From an optimization exercise on the open Yosys and OpenROAD flow, aimed at small area, a short achievable clock period and few clock cycles; shortcuts taken in it are not production practice.
Where RTL was checked, it was by simulation tests only, not by an equivalence proof against the original.
No functional check of the RTL was part of runs 2 to 5.
No activity file was given, so power comes from the tool's default toggle rates.

==> constraint.sdc <==
create_clock -name core_clock -period 6.0 [get_ports {clk}]
set_input_delay 1.2000 -clock core_clock [delete_from_list [all_inputs] [get_ports {clk}]]
set_output_delay 1.2000 -clock core_clock [all_outputs]
set_load 0.01 [all_outputs]
==> run.sh <==
#!/bin/bash
# synth_recipe.tcl (not shown) runs the flow's synth.tcl, then flattens the netlist and writes it again
# the make line also repeats each setting of config.mk as NAME=value (left out here)
make -C /OpenROAD-flow-scripts/flow DESIGN_CONFIG=/design/flow/config.mk WORK_HOME=/design/flow/orfs CLKGATE_MAP_FILE= SYNTH_SCRIPT=/design/flow/synth_recipe.tcl finish
==> config.mk <==
export PLATFORM = sky130hd
export DESIGN_NAME = exec_core
export DESIGN_NICKNAME = exec_core
export VERILOG_FILES = /design/flow/design.v
export SDC_FILE = /design/flow/constraint.sdc
export NUM_CORES = 4
export LEC_CHECK = 0
export CAP_MARGIN = 20
export CORE_MARGIN = 2
export CORE_UTILIZATION = 40
export PLACE_DENSITY = 0.6
export SLEW_MARGIN = 20
==> design.v <==
package isa_pkg;
	localparam logic [4:0] OP_ADD  = 5'd0;
	localparam logic [4:0] OP_ADDU = 5'd1;
	localparam logic [4:0] OP_SUB  = 5'd2;
	localparam logic [4:0] OP_SUBU = 5'd3;
	localparam logic [4:0] OP_AND  = 5'd4;
	localparam logic [4:0] OP_OR   = 5'd5;
	localparam logic [4:0] OP_XOR  = 5'd6;
	localparam logic [4:0] OP_NOR  = 5'd7;
	localparam logic [4:0] OP_SLT  = 5'd8;
	localparam logic [4:0] OP_SLTU = 5'd9;
	localparam logic [4:0] OP_SLL  = 5'd10;
	localparam logic [4:0] OP_SRL  = 5'd11;
	localparam logic [4:0] OP_SRA  = 5'd12;
	localparam logic [4:0] OP_LUI  = 5'd13;
	localparam logic [4:0] OP_DIV  = 5'd14;
	localparam logic [4:0] OP_DIVU = 5'd15;
	localparam logic [4:0] OP_MTHI = 5'd16;
	localparam logic [4:0] OP_MTLO = 5'd17;
	localparam logic [4:0] OP_MFHI = 5'd18;
	localparam logic [4:0] OP_MFLO = 5'd19;
endpackage
`timescale 1ns/1ps
module alu (
	input  logic [4:0]  op,
	input  logic [31:0] a,
	input  logic [31:0] b,
	input  logic [4:0]  sa,
	output logic [31:0] result,
	output logic        overflow
);
	logic        sub;
	logic [31:0] bx;
	logic [32:0] sum;
	logic        ovf;
	logic        less;
	logic [31:0] b_rev;
	logic [31:0] sh_in;
	logic        sh_fill;
	logic [31:0] sh_out;
	logic [31:0] sh_rev;
	assign sub = (op == isa_pkg::OP_SUB) || (op == isa_pkg::OP_SUBU) ||
	             (op == isa_pkg::OP_SLT) || (op == isa_pkg::OP_SLTU);
	assign bx  = b ^ {32{sub}};
	assign sum = {1'b0, a} + {1'b0, bx} + {32'd0, sub};
	assign ovf = (a[31] == bx[31]) && (sum[31] != a[31]);
	assign less = (op == isa_pkg::OP_SLT) ? (sum[31] ^ ovf) : !sum[32];
	always_comb
	begin
		for (int i = 0; i < 32; i++)
			b_rev[i] = b[31 - i];
	end
	assign sh_in   = (op == isa_pkg::OP_SLL) ? b_rev : b;
	assign sh_fill = (op == isa_pkg::OP_SRA) && b[31];
	logic [63:0] sh_wide;
	assign sh_wide = {{32{sh_fill}}, sh_in} >> sa;
	assign sh_out  = sh_wide[31:0];
	always_comb
	begin
		for (int i = 0; i < 32; i++)
			sh_rev[i] = sh_out[31 - i];
	end
	always_comb
	begin
		case (op)
			isa_pkg::OP_ADD, isa_pkg::OP_ADDU,
			isa_pkg::OP_SUB, isa_pkg::OP_SUBU: result = sum[31:0];
			isa_pkg::OP_AND:  result = a & b;
			isa_pkg::OP_OR:   result = a | b;
			isa_pkg::OP_XOR:  result = a ^ b;
			isa_pkg::OP_NOR:  result = ~(a | b);
			isa_pkg::OP_SLT, isa_pkg::OP_SLTU: result = {31'd0, less};
			isa_pkg::OP_SLL:  result = sh_rev;
			isa_pkg::OP_SRL, isa_pkg::OP_SRA: result = sh_out;
			isa_pkg::OP_LUI:  result = {b[15:0], 16'd0};
			default:          result = '0;
		endcase
	end
	assign overflow = ((op == isa_pkg::OP_ADD) || (op == isa_pkg::OP_SUB)) && ovf;
endmodule
`timescale 1ns/1ps
module div_unit (
	input  logic        clk,
	input  logic        resetn,
	input  logic        load_div,    
	input  logic        is_signed,
	input  logic        load_hi,     
	input  logic        load_lo,     
	input  logic [31:0] a,
	input  logic [31:0] b,
	output logic        busy,
	output logic [31:0] hi,
	output logic [31:0] lo
);
	typedef enum logic [2:0] {
		S_IDLE,
		S_NEGA,
		S_NEGD,
		S_ALIGN,
		S_ITER,
		S_FIXQ,
		S_FIXR
	} state_t;
	state_t      st;
	logic [31:0] dv;
	logic [4:0]  cnt;
	logic        a_neg;
	logic        b_neg;
	logic        q_neg;
	logic [31:0] sub_x;
	logic [31:0] sub_y;
	logic [32:0] diff;
	logic [5:0]  lz_a;
	logic [5:0]  lz_d;
	logic [5:0]  align_sh;
	logic        no_iter;
	state_t      st_fix;
	assign busy = (st != S_IDLE);
	assign sub_x = (st == S_ITER) ? hi : 32'd0;
	always_comb
	begin
		case (st)
			S_NEGA, S_FIXQ: sub_y = lo;
			S_FIXR:         sub_y = hi;
			default:        sub_y = dv;
		endcase
	end
	assign diff = {1'b0, sub_x} - {1'b0, sub_y};
	function automatic logic [5:0] lzc(input logic [31:0] v);
		logic [5:0] n;
		n = 6'd32;
		for (int i = 0; i < 32; i++)
			if (v[i]) n = 31 - i;
		lzc = n;
	endfunction
	assign lz_a = lzc(lo);
	assign lz_d = lzc(dv);
	assign align_sh = lz_d - lz_a;
	assign no_iter = lz_d[5] || (lz_d < lz_a);
	assign st_fix = q_neg ? S_FIXQ : (a_neg ? S_FIXR : S_IDLE);
	always_ff @(posedge clk)
	begin
		if (!resetn)
		begin
			st <= S_IDLE;
			hi <= '0;
			lo <= '0;
		end
		else
		begin
			case (st)
				S_IDLE:
				begin
					if (load_div)
					begin
						lo <= a;
						dv <= b;
						a_neg <= is_signed && a[31];
						b_neg <= is_signed && b[31];
						q_neg <= is_signed && (a[31] ^ b[31]);
						st <= (is_signed && a[31]) ? S_NEGA :
						      (is_signed && b[31]) ? S_NEGD : S_ALIGN;
					end
					if (load_hi)
						hi <= a;
					if (load_lo)
						lo <= a;
				end
				S_NEGA:
				begin
					lo <= diff[31:0];
					st <= b_neg ? S_NEGD : S_ALIGN;
				end
				S_NEGD:
				begin
					dv <= diff[31:0];
					st <= S_ALIGN;
				end
				S_ALIGN:
				begin
					hi <= lo;
					lo <= {32{lz_d[5]}};
					dv <= dv << align_sh[4:0];
					cnt <= align_sh[4:0];
					st <= no_iter ? st_fix : S_ITER;
				end
				S_ITER:
				begin
					if (!diff[32])
						hi <= diff[31:0];
					lo <= {lo[30:0], !diff[32]};
					dv <= {1'b0, dv[31:1]};
					cnt <= cnt - 5'd1;
					if (cnt == 5'd0)
						st <= st_fix;
				end
				S_FIXQ:
				begin
					lo <= diff[31:0];
					st <= a_neg ? S_FIXR : S_IDLE;
				end
				S_FIXR:
				begin
					hi <= diff[31:0];
					st <= S_IDLE;
				end
				default:
				begin
					st <= S_IDLE;
				end
			endcase
		end
	end
endmodule
`timescale 1ns/1ps
module ex_issue (
	input  logic        in_valid,
	input  logic [4:0]  in_op,
	input  logic [31:0] in_src2,
	input  logic [15:0] in_imm,
	input  logic [1:0]  in_src2_sel,
	input  logic        in_sa_sel,
	input  logic [4:0]  in_shamt,
	input  logic [31:0] in_src1,
	input  logic        div_busy,
	input  logic        wb_allowin,
	output logic        in_allowin,
	output logic        accept,
	output logic [31:0] alu_b,
	output logic [4:0]  alu_sa,
	output logic        load_div,
	output logic        div_signed,
	output logic        load_hi,
	output logic        load_lo
);
	logic is_div;
	logic is_hilo;
	assign is_div  = (in_op == isa_pkg::OP_DIV) || (in_op == isa_pkg::OP_DIVU);
	assign is_hilo = is_div || (in_op == isa_pkg::OP_MTHI) || (in_op == isa_pkg::OP_MTLO) ||
	                 (in_op == isa_pkg::OP_MFHI) || (in_op == isa_pkg::OP_MFLO);
	assign in_allowin = wb_allowin && !(div_busy && is_hilo);
	assign accept = in_valid && in_allowin;
	assign load_div   = accept && is_div;
	assign div_signed = (in_op == isa_pkg::OP_DIV);
	assign load_hi    = accept && (in_op == isa_pkg::OP_MTHI);
	assign load_lo    = accept && (in_op == isa_pkg::OP_MTLO);
	always_comb
	begin
		case (in_src2_sel)
			2'd1:    alu_b = {{16{in_imm[15]}}, in_imm};
			2'd2:    alu_b = {16'd0, in_imm};
			default: alu_b = in_src2;
		endcase
	end
	assign alu_sa = in_sa_sel ? in_src1[4:0] : in_shamt;
endmodule
`timescale 1ns/1ps
module wb_commit (
	input  logic        clk,
	input  logic        resetn,
	input  logic        in_valid,
	input  logic        in_allowin,
	input  logic [4:0]  op,
	input  logic [4:0]  waddr,
	input  logic [31:0] alu_result,
	input  logic        alu_overflow,
	input  logic [31:0] hi,
	input  logic [31:0] lo,
	input  logic        out_allowin,
	output logic        wb_allowin,
	output logic        out_valid,
	output logic        out_wen,
	output logic [4:0]  out_waddr,
	output logic [31:0] out_wdata
);
	logic        next_wen;
	logic [31:0] next_wdata;
	assign wb_allowin = !out_valid || out_allowin;
	always_comb
	begin
		next_wdata = alu_result;
		case (op)
			isa_pkg::OP_DIV, isa_pkg::OP_DIVU,
			isa_pkg::OP_MTHI, isa_pkg::OP_MTLO:
			begin
				next_wen = 1'b0;
			end
			isa_pkg::OP_MFHI:
			begin
				next_wdata = hi;
				next_wen = 1'b1;
			end
			isa_pkg::OP_MFLO:
			begin
				next_wdata = lo;
				next_wen = 1'b1;
			end
			default:
			begin
				next_wen = !alu_overflow;
			end
		endcase
	end
	always_ff @(posedge clk)
	begin
		if (!resetn)
			out_valid <= 1'b0;
		else if (wb_allowin)
			out_valid <= in_valid && in_allowin;
	end
	always_ff @(posedge clk)
	begin
		if (wb_allowin)
		begin
			out_wen   <= next_wen;
			out_waddr <= waddr;
			out_wdata <= next_wdata;
		end
	end
endmodule
`timescale 1ns/1ps
module exec_core (
	input  logic        clk,
	input  logic        resetn,
	input  logic        in_valid,
	input  logic [4:0]  in_op,
	input  logic [31:0] in_src1,
	input  logic [31:0] in_src2,
	input  logic [15:0] in_imm,
	input  logic [1:0]  in_src2_sel,
	input  logic        in_sa_sel,
	input  logic [4:0]  in_shamt,
	input  logic [4:0]  in_waddr,
	input  logic        out_allowin,
	output logic        in_allowin,
	output logic        out_valid,
	output logic        out_wen,
	output logic [4:0]  out_waddr,
	output logic [31:0] out_wdata
);
	logic        wb_allowin;
	logic        accept;
	logic [31:0] alu_b;
	logic [4:0]  alu_sa;
	logic [31:0] alu_result;
	logic        alu_overflow;
	logic        load_div;
	logic        div_signed;
	logic        load_hi;
	logic        load_lo;
	logic        div_busy;
	logic [31:0] hi;
	logic [31:0] lo;
	ex_issue u_ex_issue (
		.in_valid    (in_valid),
		.in_op       (in_op),
		.in_src2     (in_src2),
		.in_imm      (in_imm),
		.in_src2_sel (in_src2_sel),
		.in_sa_sel   (in_sa_sel),
		.in_shamt    (in_shamt),
		.in_src1     (in_src1),
		.div_busy    (div_busy),
		.wb_allowin  (wb_allowin),
		.in_allowin  (in_allowin),
		.accept      (accept),
		.alu_b       (alu_b),
		.alu_sa      (alu_sa),
		.load_div    (load_div),
		.div_signed  (div_signed),
		.load_hi     (load_hi),
		.load_lo     (load_lo)
	);
	alu u_alu (
		.op       (in_op),
		.a        (in_src1),
		.b        (alu_b),
		.sa       (alu_sa),
		.result   (alu_result),
		.overflow (alu_overflow)
	);
	div_unit u_div_unit (
		.clk       (clk),
		.resetn    (resetn),
		.load_div  (load_div),
		.is_signed (div_signed),
		.load_hi   (load_hi),
		.load_lo   (load_lo),
		.a         (in_src1),
		.b         (in_src2),
		.busy      (div_busy),
		.hi        (hi),
		.lo        (lo)
	);
	wb_commit u_wb_commit (
		.clk          (clk),
		.resetn       (resetn),
		.in_valid     (in_valid),
		.in_allowin   (in_allowin),
		.op           (in_op),
		.waddr        (in_waddr),
		.alu_result   (alu_result),
		.alu_overflow (alu_overflow),
		.hi           (hi),
		.lo           (lo),
		.out_allowin  (out_allowin),
		.wb_allowin   (wb_allowin),
		.out_valid    (out_valid),
		.out_wen      (out_wen),
		.out_waddr    (out_waddr),
		.out_wdata    (out_wdata)
	);
endmodule
==> out/qor.yml, run 1 <==
hold_path.class: "reg2reg"
final_common_cell: "nand2_1"
async_flop_share_pct: 0
cts_hold_buf: 0
regToRegSetupSlack_ps: 520
cts_tree: "built"
cts-buffers-inserted: 17
fillCellCount: 5261
die_w_um: 231
critical_path.top_delay_family: "compound AO/OA/AOI/OAI gates"
dp_hpwl_um: 91300
r2r_start: "u_div_unit.st[0]"
ys_seq_area_share_pct: 18.0
vias: 25200
cts_sinks: 146
ios: 142
num_rows: 83
netlist_area_um2: 20600
p_leak_nw: 9.65
fin_nets: 3172
drc: 0
crit_top_cell: "buf_4"
synth_fp_nets: 3074
synth_cell_type_count: 93
crit_path_max_incr_delay_ps: 530
path_buf_inv: 5
drv_slew: 0
grt_pass1_wl_um: 165000
synth_flop_cell: "edfxtp_1"
syn_inst: 2832
dr.first_iter.drc_count: 3931
root_buffer: "clkbuf_16"
critPathMaxFanout: 21
status: "complete, no violations"
r2r-end: "u_div_unit.dv[24]"
fin_crit_ps: 5540
fin_skew_ps: 16.6
cts_resized: 0
crit_path_top_delay_cell: "ha_2"
clkLatencyLatePin_ps: 500
dieArea_um2: 53300
setup_viol: 0
max_freq_mhz: 181
grt_use_total_pct: 42.6
post_cts_buffers: 0
drt-wirelength-per-cell_um: 32.0
synth_edf_count: 78
drive_gt1_share_pct: 10.9
hold_violations: 0
max_slew_margin_pct: 19.5
reg2regPathDepth: 17
required_ps: 6240
critPathArrivalTime_ps: 5770
design.core.area_um2: 51100
dr.pass1.iters: 8
grt-ovfl-total: 0
area_growth_pct: 16.7
grt_pass1_vias: 23000
synth-seq-cells: 146
crit_chain: "clkdlybuf4s50_1, inv_1, ha_2, buf_4, nand3b_1, buf_4, buf_4, a21oi_1, a211oi_1, a31oi_1, a21oi_1, mux2i_1, o21ai_0, nand2_1, or3_1"
htreeDepth: 4
finalSetupTns_ps: 0
start_util_pct: 40.3
mostFrequentLayoutCells: "nand2_1, a21oi_1, nor2_1"
die_height_um: 231
yosys_warnings: 4
ctsLongestPathBuffers: 2
total_power_w: 0.0153
worst_slew_pin_slew_ps: 1200
worstSetupPathType: "in2reg"
powerDensity_nw_per_um2: 635
cap_viol_max_count: 0
clk_pin_slew_ps: 80
ant_nets: 0
worst_setup_path_start_kind: "primary input"
grt_max_degree: 66
holdPathStages: 2
end_kind: "register"
vias_per_cell: 6.96
min-delay-start: "u_div_unit.hi[10]"
rsz0062_at_grt: "no"
antenna_found_initial: 10
gp_congestion: 1.03
port_buffers: 141
whs_endpoint: "u_div_unit.hi[10]"
avgSynthCellArea_um2: 7.28
wl_um: 116000
post-route-period-util_pct: 92.3
peakVddDrop_mv: 1.06
==> cell usage after synthesis (21+ instances only) <==
library cell / number / area, um^2
a221oi_1: 51 / 447
o22ai_1: 33 / 206
ha_1: 137 / 1710
mux2_2: 21 / 236
nand3_1: 78 / 390
a211oi_1: 50 / 375
clkbuf_1: 170 / 638
a22o_1: 27 / 236
a21oi_1: 259 / 1300
mux2i_1: 121 / 1210
dfxtp_1: 68 / 1360
o21ai_0: 231 / 1160
nand2_1: 324 / 1220
nor3_1: 46 / 230
buf_2: 50 / 250
o21a_1: 30 / 225
a21o_1: 25 / 188
inv_1: 97 / 364
xnor2_1: 98 / 858
edfxtp_1: 78 / 2340
a22oi_1: 25 / 188
a31oi_1: 33 / 206
and3_1: 48 / 300
nor2_1: 245 / 920
o211ai_1: 72 / 541
nor4_1: 24 / 150
==> final cells by class <==
type	count	area [um^2]	area share, %
Antenna cell	5	12.5	0.0520
Clock buffer	20	478	1.99
Clock inverter	12	140	0.583
Multi-Input combinational cell	2341	15700	65.1
Sequential cell	146	3700	15.4
Inverter	103	387	1.61
Tap cell	680	851	3.54
Timing Repair Buffer	321	2820	11.7
==> flip-flops by register name, indices dropped and copies added, names as in the netlist <==
register               flops
u_div_unit.st              3
u_wb_commit.out_valid      1
u_div_unit.q_neg           1
u_div_unit.hi             32
u_div_unit.a_neg           1
u_wb_commit.out_waddr      5
u_div_unit.b_neg           1
u_wb_commit.out_wdata     32
u_div_unit.lo             32
u_div_unit.cnt             5
u_div_unit.dv             32
u_wb_commit.out_wen        1
==> layer usage <==
layer / GRT usage [%] / routed length [um] / vias to the layer above
li1: - / - / 10800
met1: 60.8 / 49300 / 12300
met2: 58.4 / 45900 / 1861
met3: 13.2 / 15800 / 281
met4: 17.6 / 5250 / 4
met5: 0 / 24 / -
==> kinds of logic (layout without fill, tap and decap cells) <==
| logic type | after synthesis | after routing | synth area share [%] |
|---|---|---|---|
| AOI/OAI and AO/OA | 1049 | 1049 | 33.5 |
| and+or+nand+nor | 873 | 873 | 19.2 |
| buffers and inverters | 345 | 456 | 6.68 |
| muxes | 162 | 162 | 9.14 |
| DFF | 146 | 146 | 18.0 |
| adders and majority gates | 140 | 140 | 8.61 |
| xor gates and xnor gates | 117 | 117 | 4.97 |
| other | 0 | 5 | 0 |
==> stage by stage <==
stage | cells | hold slack (ps) | area [um^2] | setup WS (ps) | utilization, %
2_1_floorplan | 2832 | 452 | 20600 | 1050 | -
3_3_place_gp | 3591 | 486 | 23400 | 113 | 45.8
3_5_place_dp | 3591 | 496 | 23400 | 189 | 45.8
4_1_cts | 3623 | 506 | 24000 | 680 | 47.0
5_1_grt | 3623 | 539 | 24000 | 219 | 47.0
6_report | 3628 | 509 | 24000 | 464 | 47.1
==> worst max-delay path by stage <==
stage | startpoint | endpoint | slack, ps | depth (start not counted)
after CTS | in_src2_sel[0] | u_wb_commit.out_wdata[30] | 680 | 19
after global placement | in_src2_sel[0] | u_wb_commit.out_wdata[24] | 110 | 15
after global routing | u_div_unit.st[0] | u_div_unit.dv[24] | 220 | 17
after floorplan | in_src2_sel[0] | u_wb_commit.out_wdata[30] | 1050 | 17
after detailed placement | in_src2_sel[0] | u_wb_commit.out_wdata[30] | 190 | 19
final | in_src2_sel[0] | u_wb_commit.out_wdata[24] | 460 | 15
==> power breakdown <==
group | leakage, nW | switching [W] | internal (W)
Combinational | 8.00 | 0.00774 | 0.00459
Clock | 0.310 | 0.000540 | 0.000667
Sequential | 1.34 | 0.000398 | 0.00133
==> worst register-to-register path: stages, from the launching register on <==
cell and delay, ps:
dfxtp_2 320, inv_1 520, nand2_1 180, buf_4 280, nor2_2 130, buf_4 220
nand2_1 80, ha_1 230, fa_1 470, nor2b_1 190, o31a_1 210, o221a_2 330
o211ai_1 260, a21oi_1 350, o41ai_1 130, xnor2_1 860, nor2_1 90, a2111oi_0 380
Testbench counts, summed over its fixed seeds: cycles 18,900.
==> run 2: changes to the inputs <==
--- a/design.v
+++ b/design.v
@@ -27,4 +27,8 @@
 	input  logic [31:0] b,
 	input  logic [4:0]  sa,
+	input  logic        align,       
+	input  logic [31:0] align_val,
+	input  logic [4:0]  align_sh,
+	output logic [31:0] align_res,
 	output logic [31:0] result,
 	output logic        overflow
@@ -40,8 +44,11 @@
 	logic [31:0] sh_out;
 	logic [31:0] sh_rev;
+	logic [31:0] v_rev;
+	logic [4:0]  sh_amt;
+	logic [63:0] sh_wide;
 	assign sub = (op == isa_pkg::OP_SUB) || (op == isa_pkg::OP_SUBU) ||
 	             (op == isa_pkg::OP_SLT) || (op == isa_pkg::OP_SLTU);
 	assign bx  = b ^ {32{sub}};
-	assign sum = {1'b0, a} + {1'b0, bx} + {32'd0, sub};
+	add32 u_add (.a(a), .b(bx), .ci(sub), .s(sum));
 	assign ovf = (a[31] == bx[31]) && (sum[31] != a[31]);
 	assign less = (op == isa_pkg::OP_SLT) ? (sum[31] ^ ovf) : !sum[32];
@@ -51,8 +58,13 @@
 			b_rev[i] = b[31 - i];
 	end
-	assign sh_in   = (op == isa_pkg::OP_SLL) ? b_rev : b;
-	assign sh_fill = (op == isa_pkg::OP_SRA) && b[31];
-	logic [63:0] sh_wide;
-	assign sh_wide = {{32{sh_fill}}, sh_in} >> sa;
+	always_comb
+	begin
+		for (int i = 0; i < 32; i++)
+			v_rev[i] = align_val[31 - i];
+	end
+	assign sh_in   = align ? v_rev : (op == isa_pkg::OP_SLL) ? b_rev : b;
+	assign sh_fill = !align && (op == isa_pkg::OP_SRA) && b[31];
+	assign sh_amt  = align ? align_sh : sa;
+	assign sh_wide = {{32{sh_fill}}, sh_in} >> sh_amt;
 	assign sh_out  = sh_wide[31:0];
 	always_comb
@@ -61,4 +73,5 @@
 			sh_rev[i] = sh_out[31 - i];
 	end
+	assign align_res = sh_rev;
 	always_comb
 	begin
@@ -79,4 +92,44 @@
 	assign overflow = ((op == isa_pkg::OP_ADD) || (op == isa_pkg::OP_SUB)) && ovf;
 endmodule
+module add32 (
+	input  logic [31:0] a,
+	input  logic [31:0] b,
+	input  logic        ci,
+	output logic [32:0] s
+);
+	logic [31:0] p;
+	logic [31:0] g;
+	logic [31:0] gg;
+	logic [31:0] pp;
+	logic [31:0] gn;
+	logic [31:0] pn;
+	always_comb
+	begin
+		p = a ^ b;
+		g = a & b;
+		gg = g;
+		pp = p;
+		gg[0] = g[0] | (p[0] & ci);
+		for (int l = 0; l < 5; l++)
+		begin
+			gn = gg;
+			pn = pp;
+			for (int i = 0; i < 32; i++)
+			begin
+				if (((i >> l) & 1) == 1)
+				begin
+					gn[i] = gg[i] | (pp[i] & gg[((i >> l) << l) - 1]);
+					pn[i] = pp[i] & pp[((i >> l) << l) - 1];
+				end
+			end
+			gg = gn;
+			pp = pn;
+		end
+		s[0] = p[0] ^ ci;
+		for (int i = 1; i < 32; i++)
+			s[i] = p[i] ^ gg[i - 1];
+		s[32] = gg[31];
+	end
+endmodule
 `timescale 1ns/1ps
 module div_unit (
@@ -90,4 +143,8 @@
 	input  logic [31:0] b,
 	output logic        busy,
+	output logic        align,       
+	output logic [31:0] align_val,
+	output logic [4:0]  align_sh,
+	input  logic [31:0] align_res,   
 	output logic [31:0] hi,
 	output logic [31:0] lo
@@ -113,8 +170,11 @@
 	logic [5:0]  lz_a;
 	logic [5:0]  lz_d;
-	logic [5:0]  align_sh;
+	logic [5:0]  align_sh_w;
 	logic        no_iter;
 	state_t      st_fix;
 	assign busy = (st != S_IDLE);
+	assign align = (st == S_ALIGN);
+	assign align_val = dv;
+	assign align_sh = align_sh_w[4:0];
 	assign sub_x = (st == S_ITER) ? hi : 32'd0;
 	always_comb
@@ -126,5 +186,7 @@
 		endcase
 	end
-	assign diff = {1'b0, sub_x} - {1'b0, sub_y};
+	logic [32:0] sum_xy;
+	add32 u_sub (.a(sub_x), .b(~sub_y), .ci(1'b1), .s(sum_xy));
+	assign diff = {!sum_xy[32], sum_xy[31:0]};
 	function automatic logic [5:0] lzc(input logic [31:0] v);
 		logic [5:0] n;
@@ -136,9 +198,25 @@
 	assign lz_a = lzc(lo);
 	assign lz_d = lzc(dv);
-	assign align_sh = lz_d - lz_a;
+	assign align_sh_w = lz_d - lz_a;
 	assign no_iter = lz_d[5] || (lz_d < lz_a);
 	assign st_fix = q_neg ? S_FIXQ : (a_neg ? S_FIXR : S_IDLE);
 	always_ff @(posedge clk)
 	begin
+		case (st)
+			S_IDLE:
+			begin
+				dv <= b;
+				a_neg <= is_signed && a[31];
+				b_neg <= is_signed && b[31];
+				q_neg <= is_signed && (a[31] ^ b[31]);
+			end
+			S_NEGD:  dv <= diff[31:0];
+			S_ALIGN: dv <= align_res;
+			S_ITER:  dv <= {1'b0, dv[31:1]};
+			default: ;
+		endcase
+	end
+	always_ff @(posedge clk)
+	begin
 		if (!resetn)
 		begin
@@ -155,8 +233,4 @@
 					begin
 						lo <= a;
-						dv <= b;
-						a_neg <= is_signed && a[31];
-						b_neg <= is_signed && b[31];
-						q_neg <= is_signed && (a[31] ^ b[31]);
 						st <= (is_signed && a[31]) ? S_NEGA :
 						      (is_signed && b[31]) ? S_NEGD : S_ALIGN;
@@ -174,5 +248,4 @@
 				S_NEGD:
 				begin
-					dv <= diff[31:0];
 					st <= S_ALIGN;
 				end
@@ -181,6 +254,5 @@
 					hi <= lo;
 					lo <= {32{lz_d[5]}};
-					dv <= dv << align_sh[4:0];
-					cnt <= align_sh[4:0];
+					cnt <= align_sh_w[4:0];
 					st <= no_iter ? st_fix : S_ITER;
 				end
@@ -190,5 +262,4 @@
 						hi <= diff[31:0];
 					lo <= {lo[30:0], !diff[32]};
-					dv <= {1'b0, dv[31:1]};
 					cnt <= cnt - 5'd1;
 					if (cnt == 5'd0)
@@ -224,4 +295,5 @@
 	input  logic [31:0] in_src1,
 	input  logic        div_busy,
+	input  logic        div_align,
 	input  logic        wb_allowin,
 	output logic        in_allowin,
@@ -236,8 +308,11 @@
 	logic is_div;
 	logic is_hilo;
+	logic is_shift;
 	assign is_div  = (in_op == isa_pkg::OP_DIV) || (in_op == isa_pkg::OP_DIVU);
 	assign is_hilo = is_div || (in_op == isa_pkg::OP_MTHI) || (in_op == isa_pkg::OP_MTLO) ||
 	                 (in_op == isa_pkg::OP_MFHI) || (in_op == isa_pkg::OP_MFLO);
-	assign in_allowin = wb_allowin && !(div_busy && is_hilo);
+	assign is_shift = (in_op == isa_pkg::OP_SLL) || (in_op == isa_pkg::OP_SRL) ||
+	                  (in_op == isa_pkg::OP_SRA);
+	assign in_allowin = wb_allowin && !(div_busy && is_hilo) && !(div_align && is_shift);
 	assign accept = in_valid && in_allowin;
 	assign load_div   = accept && is_div;
@@ -350,4 +425,8 @@
 	logic        load_lo;
 	logic        div_busy;
+	logic        div_align;
+	logic [31:0] align_val;
+	logic [4:0]  align_sh;
+	logic [31:0] align_res;
 	logic [31:0] hi;
 	logic [31:0] lo;
@@ -362,4 +441,5 @@
 		.in_src1     (in_src1),
 		.div_busy    (div_busy),
+		.div_align   (div_align),
 		.wb_allowin  (wb_allowin),
 		.in_allowin  (in_allowin),
@@ -377,4 +457,8 @@
 		.b        (alu_b),
 		.sa       (alu_sa),
+		.align     (div_align),
+		.align_val (align_val),
+		.align_sh  (align_sh),
+		.align_res (align_res),
 		.result   (alu_result),
 		.overflow (alu_overflow)
@@ -390,4 +474,8 @@
 		.b         (in_src2),
 		.busy      (div_busy),
+		.align     (div_align),
+		.align_val (align_val),
+		.align_sh  (align_sh),
+		.align_res (align_res),
 		.hi        (hi),
 		.lo        (lo)
--- a/config.mk
+++ b/config.mk
@@ -10,3 +10,4 @@
 export CORE_UTILIZATION = 40
 export PLACE_DENSITY = 0.6
+export SETUP_SLACK_MARGIN = 2.0
 export SLEW_MARGIN = 20
==> out/qor.yml, run 2 <==
dp_hpwl_um: 82100
grt-ovfl-total: 0
r2r-end: "u_wb_commit.out_wdata[1]"
vias: 23400
grt_use_total_pct: 45.4
peakVddDrop_mv: 0.516
crit_path_max_incr_delay_ps: 400
num_rows: 78
finalSetupTns_ps: 0
dr.pass1.iters: 8
r2r_start: "u_div_unit.dv[1]"
clkLatencyLatePin_ps: 510
post-synth-top-count-cell: "nand2_1"
fin_skew_ps: 22.8
async_flop_share_pct: 0
critPathArrivalTime_ps: 5630
die_w_um: 217
startpoint: "u_div_unit.dv[1]"
cap_viol_max_count: 0
post-route-period-util_pct: 90.0
min-delay-start: "u_div_unit.hi[31]"
drt-wirelength-per-cell_um: 32.5
syn_inst: 2396
antenna_found_initial: 3
synth_cell_type_count: 95
max_slew_margin_pct: 33.9
ys_top_cells_by_area: "edfxtp_1, ha_1, dfxtp_1"
end_kind: "register"
ctsLongestPathBuffers: 2
yosys_warnings: 5
mostFrequentLayoutCells: "buf_4, nand2_1, a21oi_1"
regToRegSetupSlack_ps: 600
max_freq_mhz: 185
design.core.area_um2: 45100
grt_max_degree: 59
synth_flop_cell: "edfxtp_1"
fin_nets: 3037
powerDensity_nw_per_um2: 532
synth_common_cells: "nand2_1, a21oi_1, nor2_1, o21ai_0, ha_1"
stdcell_count: 3405
ios: 142
drc: 0
dp_cells: 3202
synth-seq-cells: 146
synth_fp_nets: 2644
hold_violations: 0
holdWs_ps: 543
drive_gt1_share_pct: 29.9
critical_path.top_delay_family: "compound AO/OA/AOI/OAI gates"
status: "complete, no violations"
die_height_um: 217
port_buffers: 141
holdPathStages: 2
drv_slew: 0
final_common_cell: "buf_4"
crit_cells: 26
yosys.area.top_type: "edfxtp_1"
grt_pass1_vias: 21600
hold_path.class: "reg2reg"
dr.first_iter.drc_count: 3396
start_util_pct: 40.4
ant_nets: 0
worstSetupPathType: "reg2reg"
synth_top_area_share_pct: 12.9
cts_sinks: 146
wl_um: 111000
root_buffer: "clkbuf_16"
worst_slew_pin_slew_ps: 990
required_ps: 6230
p_leak_nw: 10.9
netlist_area_um2: 18200
gp_congestion: 1.06
dieArea_um2: 47200
htreeDepth: 4
vias_per_cell: 6.88
whs_endpoint: "u_div_unit.hi[31]"
area_growth_pct: 44.6
reg2regPathDepth: 26
path_buf_inv: 5
crit_path_top_delay_cell: "edfxtp_1"
rsz0062_at_grt: "yes"
synth_edf_count: 78
critPathMaxFanout: 7
worst_setup_path_start_kind: "register"
grt_pass1_wl_um: 154000
fin_crit_ps: 5400
avgSynthCellArea_um2: 7.59
cts-buffers-inserted: 17
total_power_w: 0.0140
setup_viol: 0
cts_tree: "built"
cts_hold_buf: 0
ys_seq_area_share_pct: 20.4
clk_pin_slew_ps: 70
==> run 2: cell types whose count changed in the layout (fill, tap and decap cells not counted), sizes merged, moves of 25 or more <==
| cell | previous run | this run |
|---|---|---|
| a211oi | 51 | 26 |
| a21oi | 263 | 218 |
| buf | 182 | 433 |
| mux2i | 122 | 61 |
| nand2 | 325 | 261 |
| nand3 | 78 | 40 |
| nor2 | 246 | 211 |
| o21ai | 255 | 184 |
| xnor2 | 98 | 70 |
| xor2 | 19 | 44 |
==> run 2: how the worst max path moves through the flow <==
stage	endpoint	slack (ps)
after detailed placement	u_wb_commit.out_wdata[16]	-30
after global placement	u_wb_commit.out_wdata[16]	60
after global routing	u_div_unit.dv[29]	490
after floorplan	u_wb_commit.out_wdata[16]	660
after CTS	u_wb_commit.out_wdata[1]	840
final	u_wb_commit.out_wdata[1]	600
==> run 2: power breakdown <==
part,switching [W],leakage (nW),internal (W)
sequential,0.000686,1.39,0.00152
clock,0.000516,0.278,0.000613
combinational,0.00630,9.27,0.00437
==> run 2: stage by stage <==
stage / cell area, um^2 / setup WS [ps] / utilization, %
after floorplan: 18700 / 658 / -
after global placement: 21900 / 56.1 / 48.6
after detailed placement: 21900 / -28.1 / 48.6
after CTS: 24800 / 837 / 55.0
after global routing: 26300 / 493 / 58.3
final: 26300 / 599 / 58.4
==> run 2: cells by family (layout without fill, tap and decap cells) <==
| logic type | count (synthesis) | in the layout | share of synthesized area (%) |
|---|---|---|---|
| adder cells (fa/ha/maj) | 146 | 146 | 10.5 |
| AND/OR/NAND/NOR | 691 | 691 | 17.2 |
| multiplexers | 78 | 78 | 4.67 |
| other | 0 | 3 | 0 |
| AO/OA/AOI/OAI | 908 | 908 | 34.5 |
| flip-flops | 146 | 146 | 20.4 |
| buffers and inverters | 313 | 719 | 7.31 |
| XOR/XNOR | 114 | 114 | 5.49 |
==> run 2: area by class of cell <==
type | count | area [um^2]
fillers | 4171 | 18800
multi-input cells | 1937 | 15400
repair buffers | 573 | 5440
flip-flops and latches | 146 | 3710
well taps | 600 | 751
clock buffers | 20 | 437
inverters | 114 | 437
clock inverters | 12 | 133
diodes | 3 | 7.51
==> run 2: timing repair <==
item,4_1_cts,5_1_grt
setup endpoints to repair,127,134
gates cloned,8,2
pin swaps,113,99
resized for setup,314,214
setup buffers,95,63
==> run 2: worst reg2reg max path: stages, from the launching register on <==
cell and delay, ps:
edfxtp_1 400, nand2b_1 120, a21oi_1 70, o21bai_1 200, a21oi_1 90, o21bai_1 270, a21oi_2 130, o31ai_2 260
a21oi_1 100, o21a_1 180, o41ai_2 330, ha_2 290, inv_2 40, fa_2 350, xor2_1 200, buf_4 200
nor2_4 60, a21o_4 240, buf_4 150, mux2i_2 190, buf_4 140, nor2_1 40, nor3_2 270, a21o_1 170
a221oi_4 80, buf_6 150, a221o_1 390
==> run 2: per-layer routing <==
metal | wire length, um | track usage (%) | up-vias
met5 | 0 | 0 | -
met4 | 9460 | 30.7 | 0
met3 | 14500 | 12.7 | 491
met2 | 45200 | 66.7 | 1862
met1 | 41500 | 57.7 | 11300
li1 | - | - | 9802
==> run 3: changes to the inputs <==
--- a/design.v
+++ b/design.v
@@ -154,4 +154,5 @@
 		S_NEGA,
 		S_NEGD,
+		S_LZ,
 		S_ALIGN,
 		S_ITER,
@@ -176,5 +177,5 @@
 	assign align = (st == S_ALIGN);
 	assign align_val = dv;
-	assign align_sh = align_sh_w[4:0];
+	assign align_sh = cnt;
 	assign sub_x = (st == S_ITER) ? hi : 32'd0;
 	always_comb
@@ -234,5 +235,5 @@
 						lo <= a;
 						st <= (is_signed && a[31]) ? S_NEGA :
-						      (is_signed && b[31]) ? S_NEGD : S_ALIGN;
+						      (is_signed && b[31]) ? S_NEGD : S_LZ;
 					end
 					if (load_hi)
@@ -244,16 +245,29 @@
 				begin
 					lo <= diff[31:0];
-					st <= b_neg ? S_NEGD : S_ALIGN;
+					st <= b_neg ? S_NEGD : S_LZ;
 				end
 				S_NEGD:
 				begin
-					st <= S_ALIGN;
+					st <= S_LZ;
+				end
+				S_LZ:
+				begin
+					cnt <= align_sh_w[4:0];
+					if (no_iter)
+					begin
+						hi <= lo;
+						lo <= {32{lz_d[5]}};
+						st <= st_fix;
+					end
+					else
+					begin
+						st <= S_ALIGN;
+					end
 				end
 				S_ALIGN:
 				begin
 					hi <= lo;
-					lo <= {32{lz_d[5]}};
-					cnt <= align_sh_w[4:0];
-					st <= no_iter ? st_fix : S_ITER;
+					lo <= '0;
+					st <= S_ITER;
 				end
 				S_ITER:
--- a/config.mk
+++ b/config.mk
@@ -6,8 +6,8 @@
 export NUM_CORES = 4
 export LEC_CHECK = 0
+export ABC_AREA = 1
 export CAP_MARGIN = 20
 export CORE_MARGIN = 2
 export CORE_UTILIZATION = 40
 export PLACE_DENSITY = 0.6
-export SETUP_SLACK_MARGIN = 2.0
 export SLEW_MARGIN = 20
==> out/qor.yml, run 3 <==
startpoint: "in_src2_sel[0]"
drv_slew: 0
ant_nets: 0
synth_common_cells: "nand2_1, inv_1, nor2_1, a21oi_1, ha_1"
die_height_um: 214
post-route-period-util_pct: 92.7
crit_end: "u_wb_commit.out_wdata[16]"
dieArea_um2: 45800
hold_path.class: "reg2reg"
final_common_cell: "nand2_1"
setup_viol: 0
fin_skew_ps: 15.7
grt-ovfl-total: 0
crit_path_top_delay_cell: "clkdlybuf4s50_1"
fillCellCount: 4519
dr.pass1.iters: 8
grt_pass1_wl_um: 133000
end_kind: "register"
avgSynthCellArea_um2: 6.59
fin_util_pct: 47.8
cts-buffers-inserted: 17
wl_um: 91100
register_area_um2: 3700
grt_pass1_vias: 19700
vias: 20800
yosys_warnings: 5
powerDensity_nw_per_um2: 469
design.core.area_um2: 43300
dp_hpwl_um: 71500
fin_crit_ps: 5560
synth-seq-cells: 146
crit_path_max_incr_delay_ps: 480
multiInputGateArea_um2: 12000
vias_per_cell: 6.09
synth_fp_nets: 2930
clkLatencyLatePin_ps: 480
status: "complete, no violations"
num_rows: 76
synth_flop_cell: "edfxtp_1"
area_growth_pct: 17.2
grt_max_degree: 82
drt-wirelength-per-cell_um: 26.7
worst_slew_pin_slew_ps: 995
hold_violations: 0
max_slew_margin_pct: 33.6
drive_gt1_share_pct: 11.3
dr.first_iter.drc_count: 2529
cap_viol_max_count: 0
total_power_w: 0.00971
ys_seq_area_share_pct: 21.0
critPathMaxFanout: 5
worstSetupPathType: "in2reg"
holdWs_ps: 471
synth_top_area_share_pct: 13.5
ys_top_cells_by_area: "nand2_1, edfxtp_1, ha_1"
ios: 142
clk_pin_slew_ps: 70
r2r_start: "u_div_unit.dv[2]"
cts_tree: "built"
die_w_um: 214
mostFrequentLayoutCells: "nand2_1, inv_1, nor2_1"
finalSetupTns_ps: 0
r2r-end: "u_div_unit.lo[11]"
diodes: 0
gp_congestion: 1.03
regToRegSetupSlack_ps: 660
worst_setup_path_start_kind: "primary input"
fin_nets: 3070
max_freq_mhz: 180
drc: 0
p_leak_nw: 8.97
post-synth-top-count-cell: "nand2_1"
root_buffer: "clkbuf_16"
antenna_found_initial: 0
peakVddDrop_mv: 0.253
netlist_area_um2: 17600
start_util_pct: 40.8
htreeDepth: 4
reg2regPathDepth: 51
synth_cell_type_count: 69
required_ps: 6200
port_buffers: 141
cts_sinks: 146
critPathArrivalTime_ps: 5760
grt_use_total_pct: 39.1
ctsLongestPathBuffers: 2
syn_inst: 2678
synth_edf_count: 78
async_flop_share_pct: 0
yosys.area.top_type: "nand2_1"
[run 3: power breakdown]
group / leakage (nW) / internal [W] / total (W) / switching (W)
sequential: 1.39 / 0.00155 / 0.00203 / 0.000473
combinational: 7.30 / 0.00209 / 0.00661 / 0.00452
clock: 0.274 / 0.000577 / 0.00107 / 0.000492
total: 8.97 / 0.00422 / 0.00971 / 0.00549
[run 3: worst min path at each step]
stage	end	slack (ps)	depth (start not counted)	from
finish	u_div_unit.hi[20]	470	2	u_div_unit.hi[20]
global route	u_div_unit.hi[20]	500	2	u_div_unit.hi[20]
CTS	u_div_unit.hi[20]	470	2	u_div_unit.hi[20]
detailed placement	u_div_unit.hi[20]	460	2	u_div_unit.hi[20]
global placement	u_div_unit.hi[20]	460	2	u_div_unit.hi[20]
floorplan	u_div_unit.hi[20]	440	2	u_div_unit.hi[20]
[run 3: final cells by class]
type,count,area share (%)
clock buffers,21,2.34
clock inverters,11,0.369
multi-input cells,2053,58.1
inverters,336,6.13
repair buffers,264,11.7
well taps,585,3.54
flip-flops and latches,146,17.9
[run 3: cells by family after synthesis]
kind of cell             after synthesis  share of synthesized area [%]
AO/OA/AOI/OAI                        792                           28.8
XOR/XNOR                              45                           2.23
adder cells (fa/ha/maj)              150                           11.1
buffers and inverters                479                           11.3
flip-flops                           146                           21.0
multiplexers                           9                          0.582
AND/OR/NAND/NOR                     1057                           25.0
[run 3: worst max-delay path, delay by kind of cell]
kind | cells | cell delay (ps)
XOR/XNOR | 1 | 180
AND/OR/NAND/NOR | 7 | 580
AO/OA/AOI/OAI | 12 | 1910
adder cells (fa/ha/maj) | 3 | 1060
buffers and inverters | 5 | 820
[run 3: what timing repair did]
action | CTS | global route
hold buffers | 0 | 0
setup endpoints to repair | 0 | 17
resized for setup | 0 | 6
setup buffers | 0 | 1
[run 3: per-layer routing]
metal	vias up	routed length [um]	track usage [%]
met5	-	0	0
met4	0	8340	31.0
met3	265	8210	6.60
met2	1265	38000	58.1
met1	9753	36500	50.0
li1	9518	-	-
[run 3: metrics by stage]
stage	setup WS [ps]	instance area [um^2]	cells
floorplan	573	17600	2678
global placement	-125	20000	3381
detailed placement	-205	20000	3381
CTS	253	20600	3413
global route	-19.9	20700	3416
finish	439	20700	3416
==> run 4: changes to the inputs <==
--- a/config.mk
+++ b/config.mk
@@ -6,5 +6,4 @@
 export NUM_CORES = 4
 export LEC_CHECK = 0
-export ABC_AREA = 1
 export CAP_MARGIN = 20
 export CORE_MARGIN = 2
==> out/qor.yml, run 4 <==
area_growth_pct: 18.3
yosys_warnings: 5
gp_congestion: 1.05
cts_sinks: 146
fin_crit_ps: 5610
stdcell_count: 3143
vias_per_cell: 7.10
synth_top_area_share_pct: 12.7
start_util_pct: 40.6
critPathMaxFanout: 12
synth_common_cells: "a21oi_1, nor2_1, nand2_1, ha_1, clkbuf_1"
worst_setup_path_start_kind: "primary input"
cap_viol_max_count: 0
p_leak_nw: 8.92
clk_pin_slew_ps: 70
rsz0062_at_grt: "no"
post_cts_buffers: 0
root_buffer: "clkbuf_16"
syn_inst: 2386
ant_nets: 0
post-synth-top-count-cell: "a21oi_1"
end_kind: "register"
cts-buffers-inserted: 17
drive_gt1_share_pct: 11.4
dp_hpwl_um: 84700
crit_path_max_incr_delay_ps: 550
max_slew_margin_pct: 31.4
synth_fp_nets: 2638
dieArea_um2: 47900
crit_path_top_delay_cell: "o21ai_1"
avgSynthCellArea_um2: 7.73
drv_slew: 0
ctsLongestPathBuffers: 2
setup_viol: 0
critical_path.top_delay_family: "compound AO/OA/AOI/OAI gates"
synth_edf_count: 78
hold_violations: 0
die_w_um: 219
dr.pass1.iters: 10
wl_um: 110000
fin_nets: 2776
hold_path.class: "reg2reg"
async_flop_share_pct: 0
fillCellCount: 4553
dr.first_iter.drc_count: 3526
register_area_um2: 3700
drc: 0
die_height_um: 219
post-route-period-util_pct: 93.5
antenna_found_initial: 4
dp_cells: 3105
synth_flop_cell: "edfxtp_1"
mostFrequentLayoutCells: "a21oi_1, nand2_1, buf_4"
max_freq_mhz: 178
grt_max_degree: 81
total_power_w: 0.00794
netlist_area_um2: 18500
cts_hold_buf: 0
peakVddDrop_mv: 0.210
ios: 142
powerDensity_nw_per_um2: 364
yosys.area.top_type: "edfxtp_1"
critPathArrivalTime_ps: 5870
clkLatencyLatePin_ps: 520
ys_seq_area_share_pct: 20.1
crit_chain: "clkdlybuf4s50_1, inv_1, ha_1, buf_4, o21ai_0, o21ai_1, xnor2_1, ha_1, nand4_1, a21oi_1, a22oi_1, o311a_1, inv_1, a21oi_1, o31ai_1, nand2_1, a211oi_1, a21bo_2"
htreeDepth: 4
num_rows: 78
grt_use_total_pct: 45.1
path_buf_inv: 4
cts_tree: "built"
synth_cell_type_count: 95
status: "complete, no violations"
port_buffers: 141
fin_skew_ps: 24.3
worstSetupPathType: "in2reg"
multiInputGateArea_um2: 13500
required_ps: 6260
ys_top_cells_by_area: "edfxtp_1, ha_1, dfxtp_1"
vias: 22300
worst_slew_pin_slew_ps: 1030
grt_pass1_wl_um: 153000
design.core.area_um2: 45500
final_common_cell: "a21oi_1"
grt-ovfl-total: 0
drt-wirelength-per-cell_um: 34.9
finalSetupTns_ps: 0
grt_pass1_vias: 20600
synth-seq-cells: 146
## run 4: changes by cell type after synthesis, sizes merged, moves of 45 or more
cell	delta
a22oi	+94
inv	-212
and3	+45
o21ai	-115
nand3	-60
clkbuf	+53
a221oi	+46
nand2	-470
o22ai	-83
## run 4: cell families after synthesis
logic type	Yosys count	share of synthesized area (%)
simple gates	672	17.8
xor+xnor	76	3.61
fa+ha+maj	150	10.6
compound gates	961	37.0
buf+inv	322	7.38
flops	146	20.1
mux	59	3.56
## run 4: what timing repair did
| item | in CTS | in global routing |
|---|---|---|
| setup endpoints to repair | 0 | 9 |
| resized for setup | 0 | 2 |
| endpoints found under the hold margin | 0 | 0 |
## run 4: power by group
part	internal (W)	switching, W
clock network	0.000650	0.000567
registers	0.00145	0.000741
logic	0.00166	0.00288
total	0.00375	0.00419
## run 4: per-layer routing
metal  vias up  GRT usage, %  routed length [um]  share of wire [%]
li1       9425             -                   -                  -
met1     10700          57.5               41900                 38
met2      1763          65.7               45300                 41
met3       365          13.1               13500                 12
met4         2          30.2                8870                8.1
met5         -             0                  13              0.012
## run 4: area by class of cell
class | count | area share (%)
timing repair buffer | 323 | 12.9
tap | 600 | 3.44
clock buffer | 18 | 2.06
clock inverter | 14 | 0.757
antenna | 6 | 0.0688
inverter | 118 | 2.03
multi-input combinational | 1918 | 61.8
sequential | 146 | 17.0
## run 4: worst paths after layout
| kind | startpoint | to | slack, ps | cells past startpoint |
|---|---|---|---|---|
| setup / recovery | in_src2_sel[1] | u_wb_commit.out_wdata[0] | 390 | 18 |
| hold / removal | u_div_unit.hi[19] | u_div_unit.hi[19] | 510 | 2 |
| setup reg to reg | u_div_unit.lo[0] | u_div_unit.hi[26] | 420 | 22 |
| hold reg to reg | u_div_unit.hi[19] | u_div_unit.hi[19] | 510 | 2 |
## run 4: per-stage QoR
step / setup slack (ps) / util, % / hold WS [ps] / area (um^2)
6_report: 392 / 48.0 / 511 / 21800
5_1_grt: 50.9 / 48.0 / 534 / 21800
4_1_cts: 372 / 47.9 / 511 / 21800
3_5_place_dp: 80.5 / 46.6 / 501 / 21200
3_3_place_gp: 159 / 46.6 / 493 / 21200
2_1_floorplan: 847 / - / 455 / 18500
## run 4: worst register-to-register path, cell delays in order, from the launching register on
cell      delay [ps]
dfxtp_1          400
nor2b_1          230
o21bai_1         100
a21oi_1          250
o21bai_1         100
a21oi_1          160
o21bai_1          80
a211oi_1         320
o21ai_0          300
a221oi_2         420
ha_1             210
inv_1             60
fa_1             460
a21o_1           170
a21oi_1          220
nor2b_1           90
o311ai_1         380
a21oi_1          200
a211o_1          530
buf_12           280
a211oi_1         240
o21ai_1          100
o2111a_1         160
==> run 5: changes to the inputs <==
--- a/design.v
+++ b/design.v
@@ -132,4 +132,14 @@
 	end
 endmodule
+module add33 (
+	input  logic [32:0] a,
+	input  logic [32:0] b,
+	input  logic        ci,
+	output logic [32:0] s
+);
+	logic [32:0] low;
+	add32 u_low (.a(a[31:0]), .b(b[31:0]), .ci(ci), .s(low));
+	assign s = {a[32] ^ b[32] ^ low[32], low[31:0]};
+endmodule
 `timescale 1ns/1ps
 module div_unit (
@@ -150,15 +160,13 @@
 	output logic [31:0] lo
 );
-	typedef enum logic [2:0] {
-		S_IDLE,
-		S_NEGA,
-		S_NEGD,
-		S_LZ,
-		S_ALIGN,
-		S_ITER,
-		S_FIXQ,
-		S_FIXR
-	} state_t;
-	state_t      st;
+	logic        s_nega;     
+	logic        s_negd;     
+	logic        s_lz;       
+	logic        s_align;    
+	logic        s_iter;     
+	logic        s_fixc;     
+	logic        s_fixq;     
+	logic        s_fixr;     
+	logic        hs;         
 	logic [31:0] dv;
 	logic [4:0]  cnt;
@@ -166,28 +174,36 @@
 	logic        b_neg;
 	logic        q_neg;
-	logic [31:0] sub_x;
-	logic [31:0] sub_y;
-	logic [32:0] diff;
+	logic        x_en;
+	logic [31:0] y;
+	logic        inv;
+	logic [32:0] sum;
 	logic [5:0]  lz_a;
 	logic [5:0]  lz_d;
-	logic [5:0]  align_sh_w;
+	logic [5:0]  lz_diff;
 	logic        no_iter;
-	state_t      st_fix;
-	assign busy = (st != S_IDLE);
-	assign align = (st == S_ALIGN);
+	logic        last;
+	logic        to_fixq;
+	logic        to_fixr;
+	assign busy = s_nega || s_negd || s_lz || s_align || s_iter || s_fixc || s_fixq || s_fixr;
+	assign align = s_align;
 	assign align_val = dv;
 	assign align_sh = cnt;
-	assign sub_x = (st == S_ITER) ? hi : 32'd0;
+	assign x_en = s_iter || s_fixc;
 	always_comb
 	begin
-		case (st)
-			S_NEGA, S_FIXQ: sub_y = lo;
-			S_FIXR:         sub_y = hi;
-			default:        sub_y = dv;
-		endcase
-	end
-	logic [32:0] sum_xy;
-	add32 u_sub (.a(sub_x), .b(~sub_y), .ci(1'b1), .s(sum_xy));
-	assign diff = {!sum_xy[32], sum_xy[31:0]};
+		if (s_nega || s_fixq)
+			y = lo;
+		else if (s_fixr)
+			y = hi;
+		else
+			y = dv;
+	end
+	assign inv = s_iter ? !hs : !s_fixc;
+	add33 u_add (
+		.a  ({x_en && hs, hi & {32{x_en}}}),
+		.b  ({inv, y ^ {32{inv}}}),
+		.ci (inv),
+		.s  (sum)
+	);
 	function automatic logic [5:0] lzc(input logic [31:0] v);
 		logic [5:0] n;
@@ -199,22 +215,66 @@
 	assign lz_a = lzc(lo);
 	assign lz_d = lzc(dv);
-	assign align_sh_w = lz_d - lz_a;
+	assign lz_diff = lz_d - lz_a;
 	assign no_iter = lz_d[5] || (lz_d < lz_a);
-	assign st_fix = q_neg ? S_FIXQ : (a_neg ? S_FIXR : S_IDLE);
+	assign last = (cnt == 5'd0);
+	assign to_fixq = q_neg;
+	assign to_fixr = !q_neg && a_neg;
 	always_ff @(posedge clk)
 	begin
-		case (st)
-			S_IDLE:
-			begin
-				dv <= b;
-				a_neg <= is_signed && a[31];
-				b_neg <= is_signed && b[31];
-				q_neg <= is_signed && (a[31] ^ b[31]);
-			end
-			S_NEGD:  dv <= diff[31:0];
-			S_ALIGN: dv <= align_res;
-			S_ITER:  dv <= {1'b0, dv[31:1]};
-			default: ;
-		endcase
+		if (!busy)
+		begin
+			dv <= b;
+			a_neg <= is_signed && a[31];
+			b_neg <= is_signed && b[31];
+			q_neg <= is_signed && (a[31] ^ b[31]);
+		end
+		else if (s_negd)
+			dv <= sum[31:0];
+		else if (s_align)
+			dv <= align_res;
+		else if (s_iter && !last)
+			dv <= {1'b0, dv[31:1]};
+	end
+	always_ff @(posedge clk)
+	begin
+		if (s_lz)
+			cnt <= lz_diff[4:0];
+		else if (s_iter)
+			cnt <= cnt - 5'd1;
+	end
+	always_ff @(posedge clk)
+	begin
+		if (s_align)
+			hs <= 1'b0;
+		else if (s_iter)
+			hs <= sum[32];
+	end
+	always_ff @(posedge clk)
+	begin
+		if (!resetn)
+		begin
+			s_nega <= 1'b0;
+			s_negd <= 1'b0;
+			s_lz <= 1'b0;
+			s_align <= 1'b0;
+			s_iter <= 1'b0;
+			s_fixc <= 1'b0;
+			s_fixq <= 1'b0;
+			s_fixr <= 1'b0;
+		end
+		else
+		begin
+			s_nega <= !busy && load_div && is_signed && a[31];
+			s_negd <= (!busy && load_div && is_signed && !a[31] && b[31]) ||
+			          (s_nega && b_neg);
+			s_lz <= (!busy && load_div && !(is_signed && (a[31] || b[31]))) ||
+			        (s_nega && !b_neg) || s_negd;
+			s_align <= s_lz && !no_iter;
+			s_iter <= s_align || (s_iter && !last);
+			s_fixc <= s_iter && last && sum[32];
+			s_fixq <= ((s_lz && no_iter) || (s_iter && last && !sum[32]) || s_fixc) && to_fixq;
+			s_fixr <= ((s_lz && no_iter) || (s_iter && last && !sum[32]) || s_fixc) && to_fixr ||
+			          (s_fixq && a_neg);
+		end
 	end
 	always_ff @(posedge clk)
@@ -222,5 +282,4 @@
 		if (!resetn)
 		begin
-			st <= S_IDLE;
 			hi <= '0;
 			lo <= '0;
@@ -228,71 +287,18 @@
 		else
 		begin
-			case (st)
-				S_IDLE:
-				begin
-					if (load_div)
-					begin
-						lo <= a;
-						st <= (is_signed && a[31]) ? S_NEGA :
-						      (is_signed && b[31]) ? S_NEGD : S_LZ;
-					end
-					if (load_hi)
-						hi <= a;
-					if (load_lo)
-						lo <= a;
-				end
-				S_NEGA:
-				begin
-					lo <= diff[31:0];
-					st <= b_neg ? S_NEGD : S_LZ;
-				end
-				S_NEGD:
-				begin
-					st <= S_LZ;
-				end
-				S_LZ:
-				begin
-					cnt <= align_sh_w[4:0];
-					if (no_iter)
-					begin
-						hi <= lo;
-						lo <= {32{lz_d[5]}};
-						st <= st_fix;
-					end
-					else
-					begin
-						st <= S_ALIGN;
-					end
-				end
-				S_ALIGN:
-				begin
-					hi <= lo;
-					lo <= '0;
-					st <= S_ITER;
-				end
-				S_ITER:
-				begin
-					if (!diff[32])
-						hi <= diff[31:0];
-					lo <= {lo[30:0], !diff[32]};
-					cnt <= cnt - 5'd1;
-					if (cnt == 5'd0)
-						st <= st_fix;
-				end
-				S_FIXQ:
-				begin
-					lo <= diff[31:0];
-					st <= a_neg ? S_FIXR : S_IDLE;
-				end
-				S_FIXR:
-				begin
-					hi <= diff[31:0];
-					st <= S_IDLE;
-				end
-				default:
-				begin
-					st <= S_IDLE;
-				end
-			endcase
+			if (load_hi)
+				hi <= a;
+			else if (s_lz)
+				hi <= lo;
+			else if (s_iter || s_fixr || (s_fixc))
+				hi <= sum[31:0];
+			if (load_lo || (load_div && !busy))
+				lo <= a;
+			else if (s_nega || s_fixq)
+				lo <= sum[31:0];
+			else if (s_lz)
+				lo <= {32{lz_d[5]}};
+			else if (s_iter)
+				lo <= {lo[30:0], !sum[32]};
 		end
 	end
--- a/config.mk
+++ b/config.mk
@@ -10,3 +10,4 @@
 export CORE_UTILIZATION = 40
 export PLACE_DENSITY = 0.6
+export SETUP_SLACK_MARGIN = 2.5
 export SLEW_MARGIN = 20
==> out/qor.yml, run 5 <==
clkLatencyLatePin_ps: 510
post-route-period-util_pct: 76.8
vias_per_cell: 7.21
clkPwrFrac_pct: 22.8
async_flop_share_pct: 0
dr.pass1.iters: 13
hold_violations: 0
cts_tree: "built"
root_buffer: "clkbuf_16"
max_slew_margin_pct: 20.9
die_w_um: 222
p_int_w: 0.00288
grt_pass1_wl_um: 174000
required_ps: 6260
ys_top_cells_by_area: "edfxtp_1, ha_1, dfxtp_1"
p_leak_nw: 11.2
p_sw_w: 0.00237
dpl-instance-area_um2: 21800
wl_um: 129000
stdcell_area_um2: 28400
ant_nets: 0
netlist_area_um2: 19100
worstSetupPathType: "in2reg"
setup_viol: 0
ys_seq_area_share_pct: 20.1
status: "complete, no violations"
worst_setup_path_start_kind: "primary input"
dr.first_iter.drc_count: 4331
vias: 25300
port_buffers: 141
critPathMaxFanout: 7
fin_nets: 3126
fin_skew_ps: 16.7
mostFrequentLayoutCells: "buf_4, nand2_1, nor2_1"
powerDensity_nw_per_um2: 185
cap_viol_max_count: 0
cts-buffers-inserted: 17
drt-wirelength-per-cell_um: 36.8
synth_cell_type_count: 108
peakVddDrop_mv: 0.221
grt_max_degree: 54
power.share.combinational_pct: 52.5
rsz0062_at_grt: "yes"
post-synth-top-count-cell: "nand2_1"
start_util_pct: 40.7
yosys.area.top_type: "edfxtp_1"
synth_fp_nets: 2724
ctsLongestPathBuffers: 2
grt_use_total_pct: 49.5
area_growth_pct: 49.0
finalWorstSetupSlack_ps: 1390
worst_slew_pin_slew_ps: 1190
antenna_found_initial: 15
drv_slew: 0
dp_hpwl_um: 91200
synth-seq-cells: 152
max_freq_mhz: 217
switching_share_pct: 45.1
htreeDepth: 4
synth_common_cells: "nand2_1, nor2_1, a21oi_1, ha_1, clkbuf_1"
fin_crit_ps: 4610
synth_flop_cell: "edfxtp_1"
syn_inst: 2476
critPathArrivalTime_ps: 4870
avgSynthCellArea_um2: 7.69
final_common_cell: "buf_4"
finalSetupTns_ps: 0
grt_pass1_vias: 23200
die_height_um: 222
end_kind: "register"
synth_edf_count: 78
yosys_warnings: 5
cts_hold_buf: 0
num_rows: 79
design.core.area_um2: 46800
drc: 0
dp_slack_ps: 136
synth_top_area_share_pct: 12.3
dieArea_um2: 49400
ios: 142
seqPwrFrac_pct: 24.6
cts_sinks: 152
clk_pin_slew_ps: 80
drive_gt1_share_pct: 34.4
hold_path.class: "reg2reg"
grt-ovfl-total: 0
gp_congestion: 1.06
run 5: cell count changes in the layout (fill, tap and decap cells not counted), moves of 23 or more:
cell,delta
o21ai_0,-45
nand2_1,+29
buf_6,+79
a22oi_1,-49
a21oi_2,+26
and3_1,-37
a211oi_2,+25
a221oi_1,-41
xnor2_1,+23
o21ai_2,+25
buf_4,+149
a21oi_1,-33
run 5: area by class of cell:
| type | instances | area, um^2 |
|---|---|---|
| fillers | 4029 | 18400 |
| multi-input cells | 2010 | 17100 |
| inverters | 112 | 448 |
| repair buffers | 585 | 5590 |
| clock buffers | 17 | 425 |
| flip-flops and latches | 152 | 3870 |
| clock inverters | 15 | 194 |
| diodes | 8 | 20.0 |
| well taps | 607 | 759 |
run 5: cell families (layout without fill, tap and decap cells):
kind of cell               after synthesis  after routing  synth area share, %
xor gates and xnor gates               116            116                 5.33
DFF                                    152            152                 20.1
adders and majority gates              146            146                 10.0
muxes                                   90             90                 5.08
AOI/OAI and AO/OA                      920            920                 34.5
and+or+nand+nor                        736            738                 18.0
other                                    0              8                    0
buffers and inverters                  316            729                 6.96
run 5: final timing paths:
kind | start | to | slack, ps | cells past startpoint
max | in_op[2] | u_wb_commit.out_wdata[17] | 1390 | 16
min | u_div_unit.q_neg | u_div_unit.s_fixr | 480 | 1
max reg2reg | u_div_unit.s_fixr | u_div_unit.dv[17] | 1790 | 18
min reg2reg | u_div_unit.q_neg | u_div_unit.s_fixr | 480 | 1
run 5: what timing repair did:
action	in CTS	in global routing
setup buffers	188	89
pin swaps	203	196
setup endpoints to repair	139	131
gates resized for setup	481	236
gates cloned	9	4
run 5: power groups by stage:
stage / sequential (W) / combinational (W) / clock, W
floorplan: 0.00126 / 0.00108 / 0
global placement: 0.00132 / 0.00193 / 0
detailed placement: 0.00132 / 0.00193 / 0
CTS: 0.00128 / 0.00239 / 0.00120
global route: 0.00129 / 0.00281 / 0.00123
finish: 0.00129 / 0.00275 / 0.00120
run 5: worst max-delay path, cell delays in order:
cell and delay, ps:
dlygate4sd2_1 240, or3_4 430, buf_12 190, xnor2_4 140, fa_2 400, a211oi_4 290, o21ai_4 130, a31oi_4 210
buf_6 140, o31ai_4 70, a21o_1 210, fa_2 370, xor2_1 150, a222oi_1 270, nand3_1 120, a311o_1 290
run 5: layer usage:
| layer | part of all wire [%] | wire [um] | GRT usage [%] | vias up |
|---|---|---|---|---|
| li1 | - | - | - | 10200 |
| met1 | 36 | 46000 | 60.3 | 12200 |
| met2 | 39 | 50600 | 69.0 | 2223 |
| met3 | 16 | 20300 | 21.8 | 655 |
| met4 | 9.2 | 11900 | 35.3 | 18 |
| met5 | 0.082 | 106 | 0 | - |
run 5: per-stage QoR:
stage | power (W) | std cells | hold slack, ps | util [%]
final | 0.00524 | 3506 | 476 | 60.7
after global routing | 0.00533 | 3499 | 499 | 60.7
after CTS | 0.00487 | 3404 | 467 | 56.4
after detailed placement | 0.00325 | 3175 | 463 | 46.7
after global placement | 0.00325 | 3175 | 448 | 46.7
after floorplan | 0.00234 | 2476 | 440 | -

==> what the ideal ports hide <==
The results above use ideal ports. As a check the final layouts listed here were re-extracted and re-timed, cells and wires unchanged.
Step 1, drivers: a clkbuf_16 drives clk and a buf_2 each remaining input, both assumed.
Step 2, shift: input delay + t, output delay - t, t = (earliest + latest rising clock arrival at the registers) / 2. This alone moves slack from input paths to output paths.
a / b / c = no drivers / after step 1 / after step 2; a / b = the first two.
| run | shift t [ns] | setup WS [ns] | worst setup path after step 2 | clock arrival spread, ns | worst data-port slew with drivers (ns) |
|---|---|---|---|---|---|
| run 1 | 0.554 | 0.464 / 0.489 / -0.065 | input to register | 0.016 / 0.017 | 0.07 |
| run 2 | 0.561 | 0.599 / 0.599 / 0.446 | input to register | 0.023 / 0.023 | 0.06 |
| run 3 | 0.526 | 0.439 / 0.468 / -0.058 | input to register | 0.015 / 0.016 | 0.06 |
| run 4 | 0.565 | 0.392 / 0.417 / -0.148 | input to register | 0.024 / 0.024 | 0.06 |
| run 5 | 0.568 | 1.395 / 1.388 / 0.821 | input to register | 0.017 / 0.017 | 0.07 |
With both steps, setup timing fails in run 1, run 3 and run 4, where it was met with ideal ports. For run 5, which loses most, drivers alone change the setup slack by -0.007 ns; drivers and shift together by -0.574 ns.
